This is an optimization exercise on Yosys and OpenROAD, whose aim is small area and a short achievable clock period, not a production implementation.
Only simulation tests tie the RTL to the original design; equivalence was not proved.
Power is estimated from default activity; no workload was simulated.

==> design/flow/design.v <==
`default_nettype none
package fb_pkg;
  localparam int h_res = 16;
  localparam int v_res = 12;
  localparam int fb_depth = h_res * v_res;
  localparam int color_bits = 12;
  localparam int z_bits = 4;
  localparam int pixel_bits = color_bits + z_bits;
  typedef logic [$clog2(h_res)-1:0] col_t;
  typedef logic [$clog2(v_res)-1:0] row_t;
  typedef logic [$clog2(fb_depth)-1:0] fb_addr_t;
  typedef logic [pixel_bits-1:0] pixel_t;
  typedef logic bank_t;
  typedef enum logic [1:0] {
    start_frame  = 2'b00,
    wait_req_low = 2'b01,
    wait_finish  = 2'b11,
    wait_swap    = 2'b10
  } swap_state_t;
  typedef struct packed {
    logic   cyc;
    logic   stb;
    logic   we;
    row_t   row;
    col_t   col;
    pixel_t wdata;
  } raster_wb_req_t;
  typedef struct packed {
    logic   ack;
    pixel_t rdata;
  } raster_wb_rsp_t;
  typedef struct packed {
    row_t row;
    col_t col;
  } disp_req_t;
  typedef struct packed {
    logic pools_empty;
    logic draw_start;
    logic draw_done;
    logic frame_req;
  } frame_evt_t;
  typedef struct packed {
    logic     en;
    fb_addr_t addr;
    pixel_t   data;
  } bank_wr_t;
  function automatic fb_addr_t lin_addr(input row_t row, input col_t col);
    lin_addr = {row, col};
  endfunction
endpackage
`default_nettype wire
`default_nettype none
module fb_aoi3 (
  input  logic d0,
  input  logic d1,
  input  logic d2,
  input  logic s0,
  input  logic s1,
  input  logic s2,
  output logic y_n
);
  assign y_n = ~((d0 & s0) | (d1 & s1) | (d2 & s2));
endmodule
`default_nettype wire
`default_nettype none
module fb_swap_ctrl (
  input  logic               clk,
  input  logic               rst_n,
  input  fb_pkg::frame_evt_t frame_evt,
  output logic               new_frame,
  output fb_pkg::bank_t      draw_bank,
  output fb_pkg::bank_t      draw_bank_nxt
);
  fb_pkg::swap_state_t state;
  logic        start_latch;
  logic        finish_latch;
  logic        start_clr;
  logic        finish_clr;
  always_ff @(posedge clk) begin
    if (!rst_n) begin
      start_latch <= 1'b0;
    end else if (start_clr) begin
      start_latch <= 1'b0;
    end else if (new_frame && frame_evt.draw_start) begin
      start_latch <= 1'b1;
    end
  end
  always_ff @(posedge clk) begin
    if (!rst_n) begin
      finish_latch <= 1'b0;
    end else if (finish_clr) begin
      finish_latch <= 1'b0;
    end else if (frame_evt.pools_empty && frame_evt.draw_done) begin
      finish_latch <= 1'b1;
    end
  end
  always_comb begin
    if (!rst_n)
      draw_bank_nxt = 1'b0;
    else if (state == fb_pkg::wait_swap && frame_evt.frame_req)
      draw_bank_nxt = ~draw_bank;
    else
      draw_bank_nxt = draw_bank;
  end
  always_ff @(posedge clk) begin
    draw_bank <= draw_bank_nxt;
  end
  always_ff @(posedge clk) begin
    if (!rst_n) begin
      state      <= fb_pkg::start_frame;
      new_frame  <= 1'b0;
      start_clr  <= 1'b0;
      finish_clr <= 1'b0;
    end else begin
      new_frame  <= 1'b0;
      start_clr  <= 1'b0;
      finish_clr <= 1'b0;
      case (state)
        fb_pkg::start_frame: begin
          new_frame  <= 1'b1;
          finish_clr <= 1'b1;
          if (start_latch) begin
            state <= fb_pkg::wait_req_low;
          end
        end
        fb_pkg::wait_req_low: begin
          if (!frame_evt.frame_req) begin
            state <= fb_pkg::wait_finish;
          end
        end
        fb_pkg::wait_finish: begin
          if (finish_latch) begin
            start_clr <= 1'b1;
            state     <= fb_pkg::wait_swap;
          end
        end
        fb_pkg::wait_swap: begin
          if (frame_evt.frame_req) begin
            state <= fb_pkg::start_frame;
          end
        end
        default: begin
          state <= fb_pkg::start_frame;
        end
      endcase
    end
  end
endmodule
`default_nettype wire
`default_nettype none
module fb_top (
  input  logic        clk,
  input  logic        rst_n,
  input  logic        raster_cyc,
  input  logic        raster_stb,
  input  logic        raster_we,
  input  logic [3:0]  raster_row,
  input  logic [3:0]  raster_col,
  input  logic [15:0] raster_wdata,
  output logic        raster_ack,
  output logic [15:0] raster_rdata,
  input  logic [3:0]  disp_row,
  input  logic [3:0]  disp_col,
  output logic [15:0] disp_pixel,
  input  logic        evt_pools_empty,
  input  logic        evt_draw_start,
  input  logic        evt_draw_done,
  input  logic        evt_frame_req,
  output logic        new_frame,
  output logic        draw_bank
);
  localparam int ROWS = 12;
  localparam int COLS = 16;
  localparam int DEPTH = ROWS * COLS;
  localparam int NG = DEPTH / 3;
  fb_pkg::frame_evt_t frame_evt;
  assign frame_evt.pools_empty = evt_pools_empty;
  assign frame_evt.draw_start  = evt_draw_start;
  assign frame_evt.draw_done   = evt_draw_done;
  assign frame_evt.frame_req   = evt_frame_req;
  logic draw_bank_nxt;
  fb_swap_ctrl swap_ctrl_i (
    .clk           (clk),
    .rst_n         (rst_n),
    .frame_evt     (frame_evt),
    .new_frame     (new_frame),
    .draw_bank     (draw_bank),
    .draw_bank_nxt (draw_bank_nxt)
  );
  logic is_draw0, is_draw1;
  always_ff @(posedge clk) begin
    is_draw0 <= ~draw_bank_nxt;
    is_draw1 <= draw_bank_nxt;
  end
  logic ack_q;
  logic acc;
  assign acc = rst_n && raster_cyc && raster_stb && !ack_q;
  always_ff @(posedge clk) begin
    if (!rst_n) ack_q <= 1'b0;
    else        ack_q <= acc;
  end
  assign raster_ack = ack_q;
  logic [ROWS-1:0] r_row1h;
  logic [COLS-1:0] r_col1h;
  always_comb begin
    for (int r = 0; r < ROWS; r++) r_row1h[r] = (raster_row == 4'(r));
    for (int c = 0; c < COLS; c++) r_col1h[c] = (raster_col == 4'(c));
  end
  logic [ROWS-1:0] d_row [2];
  logic [COLS-1:0] d_col [2];
  always_ff @(posedge clk) begin
    for (int r = 0; r < ROWS; r++) begin
      d_row[0][r] <= (disp_row == 4'(r)) &&  draw_bank_nxt;
      d_row[1][r] <= (disp_row == 4'(r)) && !draw_bank_nxt;
    end
    for (int c = 0; c < COLS; c++) begin
      d_col[0][c] <= (disp_col == 4'(c)) &&  draw_bank_nxt;
      d_col[1][c] <= (disp_col == 4'(c)) && !draw_bank_nxt;
    end
  end
  logic [ROWS-1:0] rowsel [2];
  logic [COLS-1:0] colsel [2];
  assign rowsel[0] = (r_row1h & {ROWS{is_draw0}}) | d_row[0];
  assign colsel[0] = (r_col1h & {COLS{is_draw0}}) | d_col[0];
  assign rowsel[1] = (r_row1h & {ROWS{is_draw1}}) | d_row[1];
  assign colsel[1] = (r_col1h & {COLS{is_draw1}}) | d_col[1];
  logic [15:0] mem [2][DEPTH];
  logic        wr_go;
  logic [1:0]  wr_bank;
  assign wr_go   = acc && raster_we;
  assign wr_bank = {wr_go && is_draw1, wr_go && is_draw0};
  for (genvar b = 0; b < 2; b++) begin : g_bank
    for (genvar w = 0; w < DEPTH; w++) begin : g_word
      always_ff @(posedge clk) begin
        if (wr_bank[b] && r_row1h[w / COLS] && r_col1h[w % COLS])
          mem[b][w] <= raster_wdata;
      end
    end
  end
  logic [DEPTH-1:0] wsel [2];
  always_comb begin
    for (int b = 0; b < 2; b++)
      for (int w = 0; w < DEPTH; w++)
        wsel[b][w] = rowsel[b][w / COLS] & colsel[b][w % COLS];
  end
  localparam int NP = 4;
  localparam int GP = NG / NP;
  logic [NP-1:0] part_n [2][16];
  for (genvar b = 0; b < 2; b++) begin : g_rd
    for (genvar k = 0; k < 16; k++) begin : g_bit
      logic [NG-1:0] grp_n;
      for (genvar g = 0; g < NG; g++) begin : g_grp
        fb_aoi3 aoi_i (
          .d0  (mem[b][3*g][k]),
          .d1  (mem[b][3*g+1][k]),
          .d2  (mem[b][3*g+2][k]),
          .s0  (wsel[b][3*g]),
          .s1  (wsel[b][3*g+1]),
          .s2  (wsel[b][3*g+2]),
          .y_n (grp_n[g])
        );
      end
      for (genvar p = 0; p < NP; p++) begin : g_part
        assign part_n[b][k][p] = &grp_n[GP*p +: GP];
      end
    end
  end
  logic [NP-1:0] rpart_n [16];
  logic [NP-1:0] dpart_n [16];
  always_ff @(posedge clk) begin
    for (int k = 0; k < 16; k++) begin
      rpart_n[k] <= is_draw1 ? part_n[1][k] : part_n[0][k];
      dpart_n[k] <= is_draw1 ? part_n[0][k] : part_n[1][k];
    end
  end
  always_comb begin
    for (int k = 0; k < 16; k++) begin
      raster_rdata[k] = ~&rpart_n[k];
      disp_pixel[k]   = ~&dpart_n[k];
    end
  end
endmodule
`default_nettype wire
==> design/flow/run.sh <==
#!/bin/bash
# synth_recipe.tcl (not shown) runs the flow's synth.tcl, then flattens the netlist and writes it again
# the make line also repeats each setting of config.mk as NAME=value (left out here)
make -C /OpenROAD-flow-scripts/flow DESIGN_CONFIG=/design/flow/config.mk WORK_HOME=/design/flow/orfs CLKGATE_MAP_FILE= SYNTH_SCRIPT=/design/flow/synth_recipe.tcl finish
==> design/flow/config.mk <==
export PLATFORM = sky130hd
export DESIGN_NAME = fb_top
export DESIGN_NICKNAME = fb_top
export VERILOG_FILES = /design/flow/design.v
export SDC_FILE = /design/flow/constraint.sdc
export NUM_CORES = 4
export LEC_CHECK = 0
export CAP_MARGIN = 20
export CORE_MARGIN = 2
export CORE_UTILIZATION = 55
export CTS_CLUSTER_DIAMETER = 80
export CTS_CLUSTER_SIZE = 30
export SETUP_SLACK_MARGIN = 3.0
export SLEW_MARGIN = 20
export SYNTH_HIERARCHICAL = 1
export TNS_END_PERCENT = 5
==> design/flow/constraint.sdc <==
create_clock -name core_clock -period 6.5 [get_ports {clk}]
set_input_delay 1.3000 -clock core_clock [delete_from_list [all_inputs] [get_ports {clk}]]
set_output_delay 1.3000 -clock core_clock [all_outputs]
set_load 0.01 [all_outputs]
==> metrics.yaml, run 1 <==
status: "no timing/DRC/antenna violations"
synth_compound_area_share_pct: 9.52
critical-path-max-stage-delay_ns: 0.59
dp_hpwl_um: 425000
clock_skew_ns: 0.0550
slew-limit-headroom_pct: 15.3
synth_flop_cell: "edfxtp_1"
layout.cells.non_filler: 17026
synth_area_per_cell_um2: 21.2
area_growth_pct: 11.8
grt_pass1_vias: 116594
synth.most_common_cell: "edfxtp_1"
crit_buf_inv: 6
cts_tree: "built"
setup.reg_to_reg.worst_slack_ns: 2.86
arrival_ns: 4.69
drt-met1-wl_um: 245000
portBuffers: 75
routed.top_layer: "met5"
vias: 123822
final_nets: 11660
rsz0062_at_grt: "true"
core_mm2: 0.397
drt_pass1_iterations: 17
dieArea_mm2: 0.404
ios: 76
irDropWorstVdd_uv: 277
finalHoldViolCount: 0
async_flop_share_pct: 0
h-tree-depth: 4
ys_warn_count: 26
clock_latency_ns: 1.06
num_rows: 231
cpMaxStageDelayCell: "a222oi_1"
stdcell_area_mm2: 0.245
fill_cells: 27439
crit_family: "simple AND/OR/NAND/NOR gates"
fmax_ghz: 0.269
dpl_cell_area_mm2: 0.235
synth_fa_ha_area_share_pct: 0.00456
synthCells: 10335
slew_viol_final: 0
layout-drive-gt1-share_pct: 16.5
ys_seq_area_share_pct: 85.9
grt_pass1_wl_um: 922000
grt_max_degree: 177
synth_top_cell_area_share_pct: 84.1
via_per_inst: 7.27
hold_ws_ns: 0.404
end_kind: "register"
wl_met2_um: 314000
cts_num_sinks: 6338
synth_cell_types: 34
fin_crit_sh_pct: 57.3
synthSimpleGateAreaFrac_pct: 3.65
total_power_w: 0.0663
gp_congestion: 0.908
root_buffer: "clkbuf_16"
synth_xor_area_share_pct: 0
final.setup.tns_ns: 0
synth_mux_area_share_pct: 0.657
drc: 0
synth_top_family_by_area: "compound AO/OA/AOI/OAI gates"
hold_class: "register to register"
met3_length_um: 82700
fp.dieH_um: 636
initial_core_util_pct: 55.3
crit_type: "primary input to register"
crit_chain: "buf_8 -> buf_6 -> and4b_2 -> a21oi_4 -> buf_12 -> buf_4 -> nor2_1 -> buf_4 -> a222oi_1 -> nand4_1 -> nor4_1 -> buf_4 -> mux2_2"
yosysTopAreaCell: "edfxtp_1"
wirelength_um: 676000
cap_viol_max_count: 0
worstPathMaxFanout: 12
antenna_found_initial: 38
crit_top_cell: "buf_4"
finalSetupViolations: 0
synth_nets: 10376
power.density_mw_per_mm2: 270
ys_top_cells_by_count: "edfxtp_1, a222oi_1, nor2_1, nand4_1, dfxtp_1"
synth_edf_count: 6144
die_w_um: 636
drt_iter0_drc: 27057
synth.top_cells.by_area: "edfxtp_1, a222oi_1, dfxtp_1, nand4_1, nor2_1"
period_minus_slack_ns: 3.72
tightestPinTransition_ns: 1.27
wl_per_cell_um: 39.7
grt.overflow.total: 0
ys_ff_latch: 6338
synth_area_mm2: 0.219
clkTransAtPathRegs_ns: 0.11
cts_max_path_buffers: 4
track_usage_pct: 32.6
ant_nets: 0
cp.required_ns: 7.47
start_kind: "primary input"
dp_cells: 16456
leakage_nw: 74.9
cts_buffers: 240
==> sequential cells by signal (all words and copies together), names as in the netlist <==
| register | count |
|---|---|
| ack_q | 1 |
| d_col | 32 |
| d_row | 24 |
| dpart_n | 64 |
| is_draw0 | 1 |
| is_draw1 | 1 |
| mem | 6144 |
| rpart_n | 64 |
| swap_ctrl_i.draw_bank | 1 |
| swap_ctrl_i.finish_latch | 1 |
| swap_ctrl_i.new_frame | 1 |
| swap_ctrl_i.start_clr | 1 |
| swap_ctrl_i.start_latch | 1 |
| swap_ctrl_i.state | 2 |
==> modules after synthesis (local to each module, per instance) <==
| module | cell area (um^2) | copies in the design | cells |
|---|---|---|---|
| fb_top | 199000 | 1 | 8262 |
| fb_aoi3 | 10.0 | 2048 | 1 |
| fb_swap_ctrl | 246 | 1 | 25 |
==> layout by cell type (no fill, tap or decap), types with 5 or more instances in the layout <==
master / n
edfxtp_1: 6144
a222oi_1: 2048
buf_4: 996
nor2_1: 667
nand4_1: 569
clkbuf_16: 245
nor2_2: 148
dfxtp_1: 145
mux2_2: 128
clkbuf_1: 101
buf_12: 90
nor4_1: 55
nor4_4: 46
dfxtp_2: 35
buf_8: 32
a21oi_4: 30
nor4_2: 29
buf_6: 25
diode_2: 23
clkdlybuf4s50_1: 21
dlygate4sd2_1: 18
a31oi_4: 16
dfxtp_4: 14
nor2_4: 13
nand2_4: 9
inv_6: 8
a21oi_2: 7
nand2_1: 7
a21oi_1: 6
nand3_4: 6
clkdlybuf4s15_1: 6
or3_1: 5
clkinv_8: 5
bufinv_16: 5
buf_16: 5
==> kinds of logic (layout without fill, tap and decap cells) <==
| kind of cell | Yosys count | in the layout |
|---|---|---|
| fa+ha+maj | 1 | 1 |
| simple gates | 1598 | 1598 |
| other cells | 0 | 23 |
| mux | 128 | 128 |
| compound gates | 2109 | 2109 |
| buf+inv | 161 | 1587 |
| flops | 6338 | 6338 |
==> power breakdown <==
| part | leakage [nW] | total (W) | internal (W) | switching (W) |
|---|---|---|---|---|
| clock | 3.39 | 0.0192 | 0.00737 | 0.0118 |
| combinational | 14.7 | 0.00214 | 0.000492 | 0.00165 |
| sequential | 56.8 | 0.0450 | 0.0448 | 0.000166 |
==> routing by layer <==
layer / track usage [%] / up-vias
li1: - / 49821
met1: 45.5 / 64525
met2: 50.7 / 8405
met3: 6.61 / 1041
met4: 13.9 / 30
met5: 0 / -
==> cell type report <==
type / instances / area (um^2) / share of cell area [%]
Antenna cell: 23 / 57.6 / 0.0235
Clock buffer: 350 / 6570 / 2.68
Clock inverter: 34 / 479 / 0.195
Inverter: 3 / 11.3 / 0.00459
Multi-Input combinational cell: 3836 / 32400 / 13.2
Sequential cell: 6338 / 188000 / 76.9
Tap cell: 5242 / 6560 / 2.67
Timing Repair Buffer: 1200 / 10700 / 4.36
==> worst reg2reg max path, cell delays in order, from the launching register on <==
cell and delay (ns):
dfxtp_4 0.44, buf_12 0.19, a21oi_4 0.29, buf_4 0.30
nor2_1 0.08, buf_4 0.20, a222oi_1 0.66, nand4_1 0.54
nor4_4 0.58, buf_4 0.20, mux2_2 0.14
==> metrics by stage <==
step	utilization [%]	setup slack, ns
after global routing	61.8	2.82
after global placement	59.2	-0.704
after CTS	61.8	2.74
after detailed placement	59.3	-0.505
after floorplan	-	2.97
final	61.8	2.78
==> path summary, 6_finish.rpt <==
check | depth (start not counted) | from | to
hold reg to reg | 1 | swap_ctrl_i.start_clr | swap_ctrl_i.start_latch
setup reg to reg | 10 | is_draw1 | rpart_n[4][0]
hold / removal | 1 | swap_ctrl_i.start_clr | swap_ctrl_i.start_latch
setup / recovery | 13 | raster_col[1] | rpart_n[15][3]
==> what timing repair did <==
| item | CTS | global route |
|---|---|---|
| buffers inserted | 158 | 0 |
| cloned | 2 | 0 |
| hold buffers | 0 | 0 |
| endpoints found under the setup margin | 5649 | 285 |
| resized for setup | 368 | 25 |
| pin swaps | 155 | 4 |
==> run 2: changes to the inputs <==
--- a/design/flow/design.v
+++ b/design/flow/design.v
@@ -145,6 +145,15 @@
       endcase
     end
   end
+endmodule
+`default_nettype wire
+`default_nettype none
+module fb_bank_flop (
+  input  logic clk,
+  input  logic d,
+  output logic q
+);
+  always_ff @(posedge clk) q <= d;
 endmodule
 `default_nettype wire
 `default_nettype none
@@ -187,11 +196,16 @@
     .draw_bank     (draw_bank),
     .draw_bank_nxt (draw_bank_nxt)
   );
-  logic is_draw0, is_draw1;
-  always_ff @(posedge clk) begin
-    is_draw0 <= ~draw_bank_nxt;
-    is_draw1 <= draw_bank_nxt;
-  end
+  logic is_draw0_row, is_draw0_col, is_draw1_row, is_draw1_col;
+  logic is_draw0_wr, is_draw1_wr, is_draw1_rp, is_draw1_dp;
+  fb_bank_flop db0_row_i (.clk(clk), .d(~draw_bank_nxt), .q(is_draw0_row));
+  fb_bank_flop db0_col_i (.clk(clk), .d(~draw_bank_nxt), .q(is_draw0_col));
+  fb_bank_flop db1_row_i (.clk(clk), .d( draw_bank_nxt), .q(is_draw1_row));
+  fb_bank_flop db1_col_i (.clk(clk), .d( draw_bank_nxt), .q(is_draw1_col));
+  fb_bank_flop db0_wr_i  (.clk(clk), .d(~draw_bank_nxt), .q(is_draw0_wr));
+  fb_bank_flop db1_wr_i  (.clk(clk), .d( draw_bank_nxt), .q(is_draw1_wr));
+  fb_bank_flop db1_rp_i  (.clk(clk), .d( draw_bank_nxt), .q(is_draw1_rp));
+  fb_bank_flop db1_dp_i  (.clk(clk), .d( draw_bank_nxt), .q(is_draw1_dp));
   logic ack_q;
   logic acc;
   assign acc = rst_n && raster_cyc && raster_stb && !ack_q;
@@ -220,15 +234,15 @@
   end
   logic [ROWS-1:0] rowsel [2];
   logic [COLS-1:0] colsel [2];
-  assign rowsel[0] = (r_row1h & {ROWS{is_draw0}}) | d_row[0];
-  assign colsel[0] = (r_col1h & {COLS{is_draw0}}) | d_col[0];
-  assign rowsel[1] = (r_row1h & {ROWS{is_draw1}}) | d_row[1];
-  assign colsel[1] = (r_col1h & {COLS{is_draw1}}) | d_col[1];
+  assign rowsel[0] = (r_row1h & {ROWS{is_draw0_row}}) | d_row[0];
+  assign colsel[0] = (r_col1h & {COLS{is_draw0_col}}) | d_col[0];
+  assign rowsel[1] = (r_row1h & {ROWS{is_draw1_row}}) | d_row[1];
+  assign colsel[1] = (r_col1h & {COLS{is_draw1_col}}) | d_col[1];
   logic [15:0] mem [2][DEPTH];
   logic        wr_go;
   logic [1:0]  wr_bank;
   assign wr_go   = acc && raster_we;
-  assign wr_bank = {wr_go && is_draw1, wr_go && is_draw0};
+  assign wr_bank = {wr_go && is_draw1_wr, wr_go && is_draw0_wr};
   for (genvar b = 0; b < 2; b++) begin : g_bank
     for (genvar w = 0; w < DEPTH; w++) begin : g_word
       always_ff @(posedge clk) begin
@@ -269,8 +283,8 @@
   logic [NP-1:0] dpart_n [16];
   always_ff @(posedge clk) begin
     for (int k = 0; k < 16; k++) begin
-      rpart_n[k] <= is_draw1 ? part_n[1][k] : part_n[0][k];
-      dpart_n[k] <= is_draw1 ? part_n[0][k] : part_n[1][k];
+      rpart_n[k] <= is_draw1_rp ? part_n[1][k] : part_n[0][k];
+      dpart_n[k] <= is_draw1_dp ? part_n[0][k] : part_n[1][k];
     end
   end
   always_comb begin
==> design/flow/config.mk (replaced) <==
export PLATFORM = sky130hd
export DESIGN_NAME = fb_top
export DESIGN_NICKNAME = fb_top
export VERILOG_FILES = /design/flow/design.v
export SDC_FILE = /design/flow/constraint.sdc
export NUM_CORES = 4
export LEC_CHECK = 0
export CAP_MARGIN = 40
export CORE_MARGIN = 2
export CORE_UTILIZATION = 55
export CTS_CLUSTER_DIAMETER = 80
export CTS_CLUSTER_SIZE = 30
export SETUP_SLACK_MARGIN = 3.0
export SLEW_MARGIN = 40
export SYNTH_HIERARCHICAL = 1
export TNS_END_PERCENT = 5
==> metrics.yaml, run 2 <==
ys_top_cells_by_count: "edfxtp_1, a222oi_1, nor2_1, nand4_1, dfxtp_1"
status: "no timing/DRC/antenna violations"
dp_cells: 16543
dpl_cell_area_mm2: 0.236
grt_util_met3_pct: 6.83
holdBufCountCts: 0
synth_flop_cell: "edfxtp_1"
busiest_layer: "met2"
h-tree-depth: 4
fp.dieH_um: 636
grt_max_degree: 159
synth_area_per_cell_um2: 21.3
period_minus_slack_ns: 3.79
num_rows: 232
irDropWorstVdd_uv: 268
stdcell_area_mm2: 0.246
fin_crit_sh_pct: 58.3
via_per_inst: 7.32
grt.overflow.total: 0
synth_cell_types: 41
regToRegStartpoint: "db0_col_i.q"
drc: 0
cts_buffers: 241
synthCells: 10338
ant_nets: 0
cap_viol_max_count: 0
arrival_ns: 2.49
start_kind: "register"
synth_nets: 10379
synth_top_cell_area_share_pct: 83.9
slew-limit-headroom_pct: 31.6
drt_pass1_iterations: 17
core_mm2: 0.399
async_flop_share_pct: 0
setup.reg_to_reg.worst_slack_ns: 2.85
synth.top_cells.by_area: "edfxtp_1, a222oi_1, dfxtp_1, nand4_1, nor2_1"
leakage_nw: 75.4
mostFrequentLayoutCell: "edfxtp_1"
clock_latency_ns: 1.05
fmax_ghz: 0.264
end_kind: "primary output"
gp_congestion: 0.917
cts_tree: "built"
clock_skew_ns: 0.0731
layout-drive-gt1-share_pct: 16.8
finalHoldViolCount: 0
tightestPinTransition_ns: 1.03
crit_end: "raster_rdata[2]"
reg2regPathDepth: 10
vias: 125450
final_nets: 11708
crit_start: "rpart_n[2][0]"
ys_ff_latch: 6344
cp.required_ns: 5.20
die_w_um: 636
ys_seq_area_share_pct: 85.7
layout.cells.non_filler: 17144
synth.most_common_cell: "edfxtp_1"
slew_viol_final: 0
yosysTopAreaCell: "edfxtp_1"
ios: 76
grt_pass1_vias: 117329
rsz0062_at_grt: "true"
track_usage_pct: 33.6
dieArea_mm2: 0.405
timing.rr.end: "dpart_n[15][3]"
ys_warn_count: 27
antenna_found_initial: 64
wl_per_cell_um: 40.6
dp_hpwl_um: 440000
root_buffer: "clkbuf_16"
largestRegisters: "mem x6144, dpart_n x64, rpart_n x64"
cts_max_path_buffers: 4
power.density_mw_per_mm2: 270
area_growth_pct: 12.0
synth_edf_count: 6144
regMostFlops: "mem"
grt_pass1_wl_um: 943000
portBuffers: 75
synth_area_mm2: 0.220
gr-usage-met2_pct: 51.8
cts_num_sinks: 6344
crit_type: "register to primary output"
clkTransAtPathRegs_ns: 0.11
initial_core_util_pct: 55.2
largest_register_ffs: 6144
finalSetupViolations: 0
mostFrequentLayoutCells: "edfxtp_1, a222oi_1, buf_4"
worstPathMaxFanout: 1
drt_iter0_drc: 28199
hold_class: "register to register"
wirelength_um: 696000
use_met1_pct: 46.5
run 2: cell types whose count changed in the layout (fill, tap and decap cells not counted), moves of 17 or more:
cell,delta
buf_16,+18
clkdlybuf4s50_1,+18
nor2_2,-58
clkbuf_1,+18
nand4_1,-24
diode_2,+18
nor2_1,+42
dfxtp_1,-21
nor2_4,+17
nand4_2,+18
dfxtp_4,+30
buf_4,+21
run 2: through the flow:
stage | worst slack (ns) | total power (W) | utilization [%] | TNS (ns) | hold slack, ns
floorplan | 3.00 | 0.0462 | - | 0 | 0.373
global placement | -0.950 | 0.0479 | 59.0 | -8.88 | 0.383
finish | 2.71 | 0.0665 | 61.8 | 0 | 0.402
detailed placement | 0.210 | 0.0480 | 59.2 | 0 | 0.390
global route | 2.79 | 0.0680 | 61.8 | 0 | 0.413
CTS | 2.73 | 0.0666 | 61.6 | 0 | 0.402
run 2: per-layer routing:
metal / part of all wire, % / routed length [um] / vias up
met4: 5.6 / 38800 / 22
met1: 36 / 249000 / 65244
met2: 46 / 321000 / 8924
met3: 13 / 87000 / 1239
met5: 0.021 / 148 / -
li1: - / - / 50021
run 2: cells by family (layout without fill, tap and decap cells):
logic type      count (synthesis)  count (layout)  share of synthesized area [%]
mux                           128             128                          0.656
flops                        6344            6344                           85.7
simple gates                 1598            1600                           3.77
other cells                     0              41                              0
compound gates               2109            2109                           9.50
buf+inv                       158            1656                          0.344
fa+ha+maj                       1               1                        0.00455
run 2: worst min-delay path by stage:
stage	from	to	depth (start not counted)
floorplan	swap_ctrl_i.start_clr	swap_ctrl_i.start_latch	1
global placement	swap_ctrl_i.start_clr	swap_ctrl_i.start_latch	1
detailed placement	swap_ctrl_i.start_clr	swap_ctrl_i.start_latch	1
CTS	swap_ctrl_i.start_clr	swap_ctrl_i.start_latch	1
global route	swap_ctrl_i.start_clr	swap_ctrl_i.start_latch	1
finish	swap_ctrl_i.start_clr	swap_ctrl_i.start_latch	1
run 2: power by group:
group          internal, W  switching [W]
combinational     0.000532        0.00163
clock              0.00738         0.0119
sequential          0.0448       0.000244
run 2: critical path, stage by stage, from the launching register on:
cell and delay [ns]:
dfxtp_1 0.52, nand4_1 0.55, clkdlybuf4s15_1 0.38
run 2: final cells by class:
class | count | area [um^2]
Clock buffer | 370 | 6670
Tap cell | 5265 | 6590
Fill cell | 27534 | 152000
Clock inverter | 44 | 488
Multi-Input combinational cell | 3838 | 32500
Timing Repair Buffer | 1239 | 11200
Antenna cell | 41 | 103
Sequential cell | 6344 | 189000
Inverter | 3 | 11.3
run 2: modules after synthesis, one instance, submodules excluded:
module | cell area, um^2 | times used | flip-flops and latches
fb_top | 199000 | 1 | 6329
fb_swap_ctrl | 246 | 1 | 7
fb_bank_flop | 20.0 | 8 | 1
fb_aoi3 | 10.0 | 2048 | 0
run 2: what timing repair did:
item,4_1_cts,5_1_grt
gates cloned,2,1
setup buffers,116,8
resized for setup,327,26
endpoints found under the setup margin,2176,547
pin swaps,152,9

[separate check: timing with driven ports]
No port has a modelled driver above. Below, the same layouts with a new extraction and two added sets of constraints. Step 1: set_driving_cell puts a clkbuf_16 on clk and a buf_2 on each other input, an assumption about the parent block. Step 2 times the ports against the registers' clock, not the clock port: input delays grow and output delays shrink by t, the midpoint of the rising clock arrivals with the driver on. a / b / c = ideal ports / drivers / drivers and shift; a / b = the first two.
| run | t, ns | setup WS [ns] | worst setup path at the end | latest minus earliest clock arrival (ns) | cell pins on the clock port's net |
|---|---|---|---|---|---|
| run 1 | 1.149 | 2.778 / 2.687 / 1.631 | input to register | 0.072 / 0.073 | 1 |
| run 2 | 1.126 | 2.709 / 2.597 / 1.606 | input to register | 0.083 / 0.083 | 1 |
After both steps every run listed still meets setup and hold. For run 1, which loses most, drivers alone change the setup slack by -0.091 ns; drivers and shift together by -1.147 ns.
